This is an optimization exercise on Yosys and OpenROAD, whose aim is small area and a short achievable clock period, not a production implementation. Function was checked by simulation only, so behaviour that the tests miss may differ from the original. Power figures rest on the tool's default switching activity, not on a simulated workload.

## flow/design.v (module list and top-level ports; edited modules follow where they fit)
// module dds_gain_decimator: 847 lines
module dds_gain_decimator (
  input  logic        clock,
  input  logic        reset,
  input  logic        io_en,
  input  logic [31:0] io_in_value,
  input  logic [15:0] io_gain,
  input  logic [7:0]  io_decim,
  output logic        io_out_valid,
  output logic [31:0] io_out_bits,
  input  logic        io_out_ready,
  output logic [3:0]  io_level,
  output logic [15:0] io_overflow_cnt
);
  // ...
==> flow/run.sh <==
#!/bin/bash
# synth_recipe.tcl (not shown) runs the flow's synth.tcl, then flattens the netlist and writes it again
# the make line also repeats each setting of config.mk as NAME=value (left out here)
make -C /OpenROAD-flow-scripts/flow DESIGN_CONFIG=/design/flow/config.mk WORK_HOME=/design/flow/orfs CLKGATE_MAP_FILE= SYNTH_SCRIPT=/design/flow/synth_recipe.tcl finish
==> flow/config.mk <==
export PLATFORM = sky130hd
export DESIGN_NAME = dds_gain_decimator
export DESIGN_NICKNAME = dds_gain_decimator
export VERILOG_FILES = /design/flow/design.v
export SDC_FILE = /design/flow/constraint.sdc
export NUM_CORES = 4
export LEC_CHECK = 0
export CAP_MARGIN = 20
export CORE_MARGIN = 2
export CORE_UTILIZATION = 40
export SETUP_SLACK_MARGIN = 3.0
export SLEW_MARGIN = 20
==> flow/constraint.sdc <==
create_clock -name core_clock -period 8.0 [get_ports {clock}]
set_input_delay 1.6000 -clock core_clock [delete_from_list [all_inputs] [get_ports {clock}]]
set_output_delay 1.6000 -clock core_clock [all_outputs]
set_load 0.01 [all_outputs]
==> results.py, run 1 <==
metrics = {
    "die": {
        "initial_core_util": 0.4056,
        "die_w_um": 279.4,
    },
    "global_route": {
        "grtUsageTotal": 0.2146,
        "grt_pass1_wl_mm": 133.2,
    },
    "yosys": {
        "synth_top_family_by_area": "compound AO/OA/AOI/OAI gates",
        "yosysUniqueCellTypes": 79,
    },
    "placed_design": {
        "place.port_buffers": 112,
        "pre_cts_ws_ps": 2667,
        "dp.cells": 4133,
    },
    "clock_tree": {
        "cts.htree.levels": 2,
        "numCtsBuffers": 48,
        "hold_buffers": 0,
        "clk-insertion-delay-late_ps": 610,
        "post_cts_buffers": 1,
    },
    "outcome": {
        "status": "no timing/DRC/antenna violations",
    },
    "pwr": {
        "powerSeq_uw": 3500,
        "pg_comb_uw": 5130,
        "p_comb_frac": 0.476,
        "p_seq_frac": 0.325,
        "sw_frac_of_total": 0.4011,
    },
    "route": {
        "dr.pass1.iters": 6,
        "drc": 0,
        "avgViaCountPerCell": 5.819,
        "highest_layer": "met4",
        "antenna_left": 0,
    },
    "setup_path": {
        "reg2reg_from": "a_q[3]",
        "reg2reg_depth": 21,
        "crit_end": "ci_q",
        "cp_slowest_cell": "fa_1",
        "crit_fanout": 33,
    },
    "cells_and_area": {
        "fin_util": 0.4490,
        "nets": 3556,
        "final_cell_count_no_fill": 4224,
        "mostFrequentLayoutCells": "nand2_1, nor2_1, a21oi_1, edfxtp_1, o21ai_0",
        "multi_input_gates": 2353,
        "drive_above_1_share": 0.06636,
        "multi_input_area_mm2": 0.01696,
    },
    "sta": {
        "tns_ps": 0,
        "maxSlewHeadroom": 0.2835,
        "tightest_slew_ps": 1075,
    },
}
==> run 2, diff against run 1 <==
--- a/flow/config.mk
+++ b/flow/config.mk
@@ -7,2 +7,3 @@
 export LEC_CHECK = 0
+export ABC_CLOCK_PERIOD_IN_PS = 3000
 export CAP_MARGIN = 20
@@ -10,3 +11,2 @@
 export CORE_UTILIZATION = 40
-export SETUP_SLACK_MARGIN = 3.0
 export SLEW_MARGIN = 20
==> results.py, run 2 <==
metrics = {
    "placed_design": {
        "place.port_buffers": 112,
        "gp_congestion": 0.8768,
        "place_area_mm2": 0.03188,
        "dp_hpwl_mm": 54.28,
        "pre_cts_ws_ps": 2667,
    },
    "sta": {
        "drv_slew": 0,
        "setup_ws_ps": 2698,
        "fin_crit_sh": 0.6628,
        "tightest_slew_ps": 1088,
        "finalClockSkew_ps": 32.81,
        "period_needed_ps": 5302,
        "timing.hold.ws_ps": 497.9,
        "maxSlewHeadroom": 0.2749,
        "finalHoldViolCount": 0,
        "max_freq_ghz": 0.1886,
        "tns_ps": 0,
        "final-setup-viol-count": 0,
        "grt_setup_unrepaired": "false",
    },
    "clock_tree": {
        "numCtsBuffers": 48,
        "cts.htree.levels": 2,
        "hold_buffers": 0,
        "post_cts_buffers": 0,
        "clockBufferDepth": 3,
        "cts.sinks": 424,
        "root_buffer": "clkbuf_16",
        "clk_pin_slew_ps": 70,
        "ctsResizeCount": 0,
        "cts_tree": "done",
        "clk-insertion-delay-late_ps": 610,
    },
    "setup_path": {
        "reg2reg_from": "g_q[3]",
        "crit_buf_inv": 2,
        "worstSetupPathType": "reg -> reg",
        "worstPathCellList": "and2_1, buf_4, nand2_1, a21oi_1, o21ai_0, fa_1, fa_1, fa_1, inv_1, fa_1, ha_1, ha_1, o21ai_0, a21oi_1, or3_1",
        "required_ps": 8490,
        "r2r_slack_ps": 2700,
        "worst_setup_path_end_kind": "flip-flop",
        "arrival_ps": 5800,
        "reg2reg_depth": 15,
        "cpPeakStageDelay_ps": 790,
        "cp_common_cell": "fa_1",
        "r2r_end": "ci_q",
        "cp-start-kind": "flip-flop",
        "crit_fanout": 23,
        "crit_family": "adder cells",
        "cp.depth": 15,
        "cp_slowest_cell": "dfxtp_1",
    },
    "yosys": {
        "synthTopCellsByArea": "edfxtp_1, fa_1, dfxtp_1",
        "yosysMostFrequentCell": "nand2_1",
        "ys.flop_type": "edfxtp_1",
        "synth_edf_count": 256,
        "netlist_area_mm2": 0.03034,
        "synth-seq-cells": 424,
        "synthSimpleGateAreaFrac": 0.1186,
        "synth_top_area_frac": 0.2533,
        "synth.mux.area_fraction": 0.008948,
        "synth_fa_ha_area_frac": 0.1837,
        "yosysUniqueCellTypes": 79,
        "syn_inst": 3349,
        "async_flop_share": 0.1297,
        "ys_seq_area_frac": 0.3734,
        "synth_fp_nets": 3688,
        "synth_compound_area_frac": 0.2147,
        "synth_xor_area_frac": 0.02915,
        "avgSynthCellArea_um2": 9.061,
        "synth_top_family_by_area": "compound AO/OA/AOI/OAI gates",
        "ys_warn_count": 2,
        "synthTopCellsByCount": "nand2_1, clkbuf_1, nor2_1, a21oi_1, edfxtp_1",
        "synth_top_area_cell": "edfxtp_1",
    },
    "route": {
        "dr.pass1.iters": 6,
        "antenna_left": 0,
        "avgViaCountPerCell": 5.796,
        "drc": 0,
        "num_vias": 24466,
        "drt_iter0_drc": 2642,
        "wl_per_cell_um": 20.12,
        "wl_mm": 84.92,
    },
    "global_route": {
        "overflow": 0,
        "antenna_found_initial": 0,
        "grt_max_degree": 113,
        "grt_pass1_vias": 22259,
        "grt_pass1_wl_mm": 132.6,
        "grtUsageTotal": 0.2137,
    },
    "cells_and_area": {
        "multi_input_area_mm2": 0.01689,
        "fillerInstances": 7205,
        "mostFrequentLayoutCell": "nand2_1",
        "drive_above_1_share": 0.06273,
        "largest_reg_flops": 224,
        "fin_area_mm2": 0.03344,
        "diodes": 0,
        "nets": 3553,
        "syn_to_final_growth_pct": 10.19,
        "largest-register": "mem",
        "regArea_mm2": 0.01135,
        "mostFrequentLayoutCells": "nand2_1, nor2_1, a21oi_1, edfxtp_1, o21ai_0",
    },
    "pwr": {
        "p_per_area_mw_per_mm2": 322.1,
        "vdd_drop_max_v": 0.0002067,
        "leakage_uw": 0.01271,
    },
    "min_path": {
        "whs_endpoint": "io_overflow_cnt[8]",
        "hold_depth": 1,
        "hold_class": "reg -> reg",
        "min-delay-start": "io_overflow_cnt[8]",
    },
    "die": {
        "dieArea_mm2": 0.07808,
        "core_mm2": 0.07482,
        "die_w_um": 279.4,
        "num_io_pins": 113,
        "rows": 100,
        "die_h_um": 279.4,
        "initial_core_util": 0.4056,
    },
    "flow_run": {
        "cap_violations": 0,
    },
    "outcome": {
        "status": "no timing/DRC/antenna violations",
    },
}
run 2: worst max path at each step:
stage / to / slack (ps) / start
5_1_grt: ci_q / 2410 / g_q[3]
3_3_place_gp: ci_q / 2770 / g_q[5]
2_1_floorplan: ci_q / 3400 / g_q[1]
6_report: ci_q / 2700 / g_q[3]
4_1_cts: ci_q / 2690 / g_q[6]
3_5_place_dp: ci_q / 2670 / g_q[6]
run 2: metrics by stage:
| step | total power, µW | instances | util |
|---|---|---|---|
| 2_1_floorplan | 6926 | 3349 | - |
| 3_3_place_gp | 8566 | 4133 | 0.4261 |
| 3_5_place_dp | 8645 | 4133 | 0.4261 |
| 4_1_cts | 10830 | 4221 | 0.4468 |
| 5_1_grt | 11620 | 4221 | 0.4469 |
| 6_report | 10770 | 4221 | 0.4469 |
run 2: layout make-up:
class | count | area share
clock inverter | 24 | 0.007073
multi-input combinational | 2353 | 0.5053
timing repair buffer | 186 | 0.04999
clock buffer | 64 | 0.03925
sequential | 424 | 0.3396
inverter | 201 | 0.02256
tap | 969 | 0.03626
run 2: kinds of logic (layout without fill, tap and decap cells):
| logic type | count (synthesis) | after routing |
|---|---|---|
| multiplexers | 25 | 25 |
| AND/OR/NAND/NOR | 855 | 855 |
| XOR/XNOR | 101 | 101 |
| adder cells (fa/ha/maj) | 350 | 350 |
| buffers and inverters | 572 | 475 |
| flip-flops | 424 | 424 |
| AO/OA/AOI/OAI | 1022 | 1022 |
run 2: metal layers:
metal,GRT usage,share of wire,vias up
li1,-,-,11591
met1,0.3085,0.45,11814
met2,0.3383,0.46,947
met3,0.02702,0.070,114
met4,0.05800,0.024,0
met5,0,0,-
run 2: where the power goes:
part	internal, µW	leakage (µW)	switching (µW)
combinational	1910	0.00799	3210
sequential	3340	0.00399	161
clock	1200	0.000726	943
total	6450	0.0127	4320
run 2: worst reg2reg max path, stage by stage (launching register included):
cell and delay (ps):
dfxtp_1 790, and2_1 500, buf_4 330, nand2_1 90, a21oi_1 130, o21ai_0 120, fa_1 490, fa_1 460
fa_1 560, inv_1 60, fa_1 490, ha_1 310, ha_1 280, o21ai_0 200, a21oi_1 50, or3_1 310
==> run 3, diff against run 2 <==
--- a/flow/config.mk
+++ b/flow/config.mk
@@ -7,3 +7,2 @@
 export LEC_CHECK = 0
-export ABC_CLOCK_PERIOD_IN_PS = 3000
 export CAP_MARGIN = 20
==> results.py, run 3 <==
metrics = {
    "yosys": {
        "synth-seq-cells": 424,
        "ys_seq_area_frac": 0.3734,
        "synth_compound_area_frac": 0.2147,
        "synth_edf_count": 256,
        "synthTopCellsByCount": "nand2_1, clkbuf_1, nor2_1, a21oi_1, edfxtp_1",
        "avgSynthCellArea_um2": 9.061,
        "synth_top_area_frac": 0.2533,
        "ys.flop_type": "edfxtp_1",
        "yosysUniqueCellTypes": 79,
        "synthSimpleGateAreaFrac": 0.1186,
        "yosysMostFrequentCell": "nand2_1",
        "synthTopCellsByArea": "edfxtp_1, fa_1, dfxtp_1",
        "ys_warn_count": 2,
        "synth_fa_ha_area_frac": 0.1837,
        "synth.mux.area_fraction": 0.008948,
        "async_flop_share": 0.1297,
        "netlist_area_mm2": 0.03034,
        "synth_top_area_cell": "edfxtp_1",
        "synth_top_family_by_area": "compound AO/OA/AOI/OAI gates",
        "syn_inst": 3349,
        "synth_xor_area_frac": 0.02915,
        "synth_fp_nets": 3688,
    },
    "global_route": {
        "grt_pass1_vias": 22259,
        "grt_max_degree": 113,
        "grt_pass1_wl_mm": 132.6,
        "grtUsageTotal": 0.2137,
        "antenna_found_initial": 0,
        "overflow": 0,
    },
    "placed_design": {
        "dp_hpwl_mm": 54.28,
        "place.port_buffers": 112,
        "gp_congestion": 0.8768,
        "dp.cells": 4133,
        "place_area_mm2": 0.03188,
    },
    "route": {
        "dr.pass1.iters": 6,
        "avgViaCountPerCell": 5.796,
        "num_vias": 24466,
        "wl_mm": 84.92,
        "m1WireLength_mm": 38.02,
        "wl_per_cell_um": 20.12,
        "antenna_left": 0,
        "route.met3.wl_mm": 5.966,
        "wl_met2_mm": 38.87,
        "drt_iter0_drc": 2642,
        "highest_layer": "met4",
        "drc": 0,
    },
    "cells_and_area": {
        "nets": 3553,
        "syn_to_final_growth_pct": 10.19,
        "final_cell_count_no_fill": 4221,
        "diodes": 0,
        "largest_reg_flops": 224,
        "largest-register": "mem",
        "mostFrequentLayoutCells": "nand2_1, nor2_1, a21oi_1, edfxtp_1, o21ai_0",
        "drive_above_1_share": 0.06273,
        "fin_util": 0.4469,
        "fin_area_mm2": 0.03344,
        "mostFrequentLayoutCell": "nand2_1",
    },
    "setup_path": {
        "r2r_slack_ps": 2700,
        "worst_setup_path_end_kind": "flip-flop",
        "crit_fanout": 23,
        "r2r_end": "ci_q",
        "worstSetupPathType": "reg -> reg",
        "cp-start-kind": "flip-flop",
        "arrival_ps": 5800,
        "required_ps": 8490,
        "reg2reg_depth": 15,
        "reg2reg_from": "g_q[3]",
    },
    "clock_tree": {
        "cts_tree": "done",
        "clk-insertion-delay-late_ps": 610,
        "post_cts_buffers": 0,
        "hold_buffers": 0,
        "ctsResizeCount": 0,
        "cts.sinks": 424,
        "clk_pin_slew_ps": 70,
        "root_buffer": "clkbuf_16",
        "numCtsBuffers": 48,
        "cts.htree.levels": 2,
        "clockBufferDepth": 3,
    },
    "die": {
        "dieArea_mm2": 0.07808,
        "initial_core_util": 0.4056,
        "num_io_pins": 113,
        "die_w_um": 279.4,
        "core_mm2": 0.07482,
        "rows": 100,
        "die_h_um": 279.4,
    },
    "min_path": {
        "hold_depth": 1,
        "whs_endpoint": "io_overflow_cnt[8]",
        "hold_class": "reg -> reg",
        "min-delay-start": "io_overflow_cnt[8]",
    },
    "sta": {
        "grt_setup_unrepaired": "false",
        "drv_slew": 0,
        "tightest_slew_ps": 1088,
        "maxSlewHeadroom": 0.2749,
        "finalHoldViolCount": 0,
        "fin_crit_sh": 0.6628,
        "max_freq_ghz": 0.1886,
        "tns_ps": 0,
        "final-setup-viol-count": 0,
        "finalClockSkew_ps": 32.81,
        "timing.hold.ws_ps": 497.9,
        "period_needed_ps": 5302,
    },
    "flow_run": {
        "cap_violations": 0,
    },
    "pwr": {
        "sw_frac_of_total": 0.4010,
        "p_per_area_mw_per_mm2": 322.1,
        "p_seq_frac": 0.325,
        "clock_power_share": 0.199,
        "p_int_uw": 6452,
        "switchingPower_uw": 4319,
        "vdd_drop_max_v": 0.0002067,
        "p_comb_frac": 0.476,
        "leakage_uw": 0.01271,
    },
    "outcome": {
        "status": "no timing/DRC/antenna violations",
    },
}
run 3: worst max path at each step:
stage	cells after the start	end	startpoint
after global placement	18	ci_q	g_q[5]
after global routing	15	ci_q	g_q[3]
after CTS	15	ci_q	g_q[6]
after floorplan	19	ci_q	g_q[1]
final	15	ci_q	g_q[3]
after detailed placement	15	ci_q	g_q[6]
run 3: per-layer routing:
layer / global-route usage / vias up
li1: - / 11591
met1: 0.3085 / 11814
met2: 0.3383 / 947
met3: 0.02702 / 114
met4: 0.05800 / 0
met5: 0 / -
run 3: power by group through the flow:
stage	Sequential (µW)	Combinational (µW)	Clock (µW)
global route	3530	5810	2280
detailed placement	3550	5100	0
global placement	3540	5020	0
floorplan	3520	3400	0
finish	3500	5120	2150
CTS	3510	5120	2200
run 3: worst max-delay path, stage by stage, from the launching register on:
cell	delay [ps]
dfxtp_1	790
and2_1	500
buf_4	330
nand2_1	80
a21oi_1	130
o21ai_0	120
fa_1	490
fa_1	460
fa_1	560
inv_1	60
fa_1	490
ha_1	310
ha_1	280
o21ai_0	200
a21oi_1	50
or3_1	310
run 3: metrics by stage:
step | setup WS [ps] | power [µW]
after floorplan | 3399 | 6926
after global placement | 2769 | 8566
after detailed placement | 2667 | 8645
after CTS | 2689 | 10830
after global routing | 2408 | 11620
final | 2698 | 10770
run 3: logic make-up after synthesis:
kind of cell,after synthesis
flip-flops,424
AO/OA/AOI/OAI,1022
adder cells (fa/ha/maj),350
buffers and inverters,572
multiplexers,25
XOR/XNOR,101
AND/OR/NAND/NOR,855
run 3: layout make-up:
type | count | area (µm²)
fillers | 7205 | 41390
multi-input cells | 2353 | 16890
flip-flops and latches | 424 | 11350
repair buffers | 186 | 1672
clock buffers | 64 | 1313
well taps | 969 | 1212
inverters | 201 | 754.5
clock inverters | 24 | 236.5

-- re-timing with driven ports --
The results above use ideal ports. As a check the final layouts listed here were re-extracted and re-timed, cells and wires unchanged.
Step 1 (the two cells are an assumption about what drives the block):
set clk [get_ports {clock}]
set_driving_cell -lib_cell sky130_fd_sc_hd__clkbuf_16 $clk
set_driving_cell -lib_cell sky130_fd_sc_hd__buf_2 [delete_from_list [all_inputs] $clk]
Step 2, shift: input delay + t, output delay - t, t = (earliest + latest rising clock arrival at the registers) / 2. This alone moves slack from input paths to output paths.
a / b / c = ideal ports / drivers / drivers and shift; a / b = the first two.
| run | shift t [ns] | setup slack, ns | worst hold slack (ns) | worst register clock-pin slew, ns | cell pins on the clock port's net |
|---|---|---|---|---|---|
| run 1 | 0.655 | 2.990 / 2.990 / 2.990 | 0.500 / 0.500 / 0.500 | 0.07 / 0.07 | 1 |
| run 2 | 0.655 | 2.698 / 2.698 / 2.698 | 0.498 / 0.498 / 0.498 | 0.07 / 0.07 | 1 |
| run 3 | 0.655 | 2.698 / 2.698 / 2.698 | 0.498 / 0.498 / 0.498 | 0.07 / 0.07 | 1 |
After both steps every run listed still meets setup and hold.
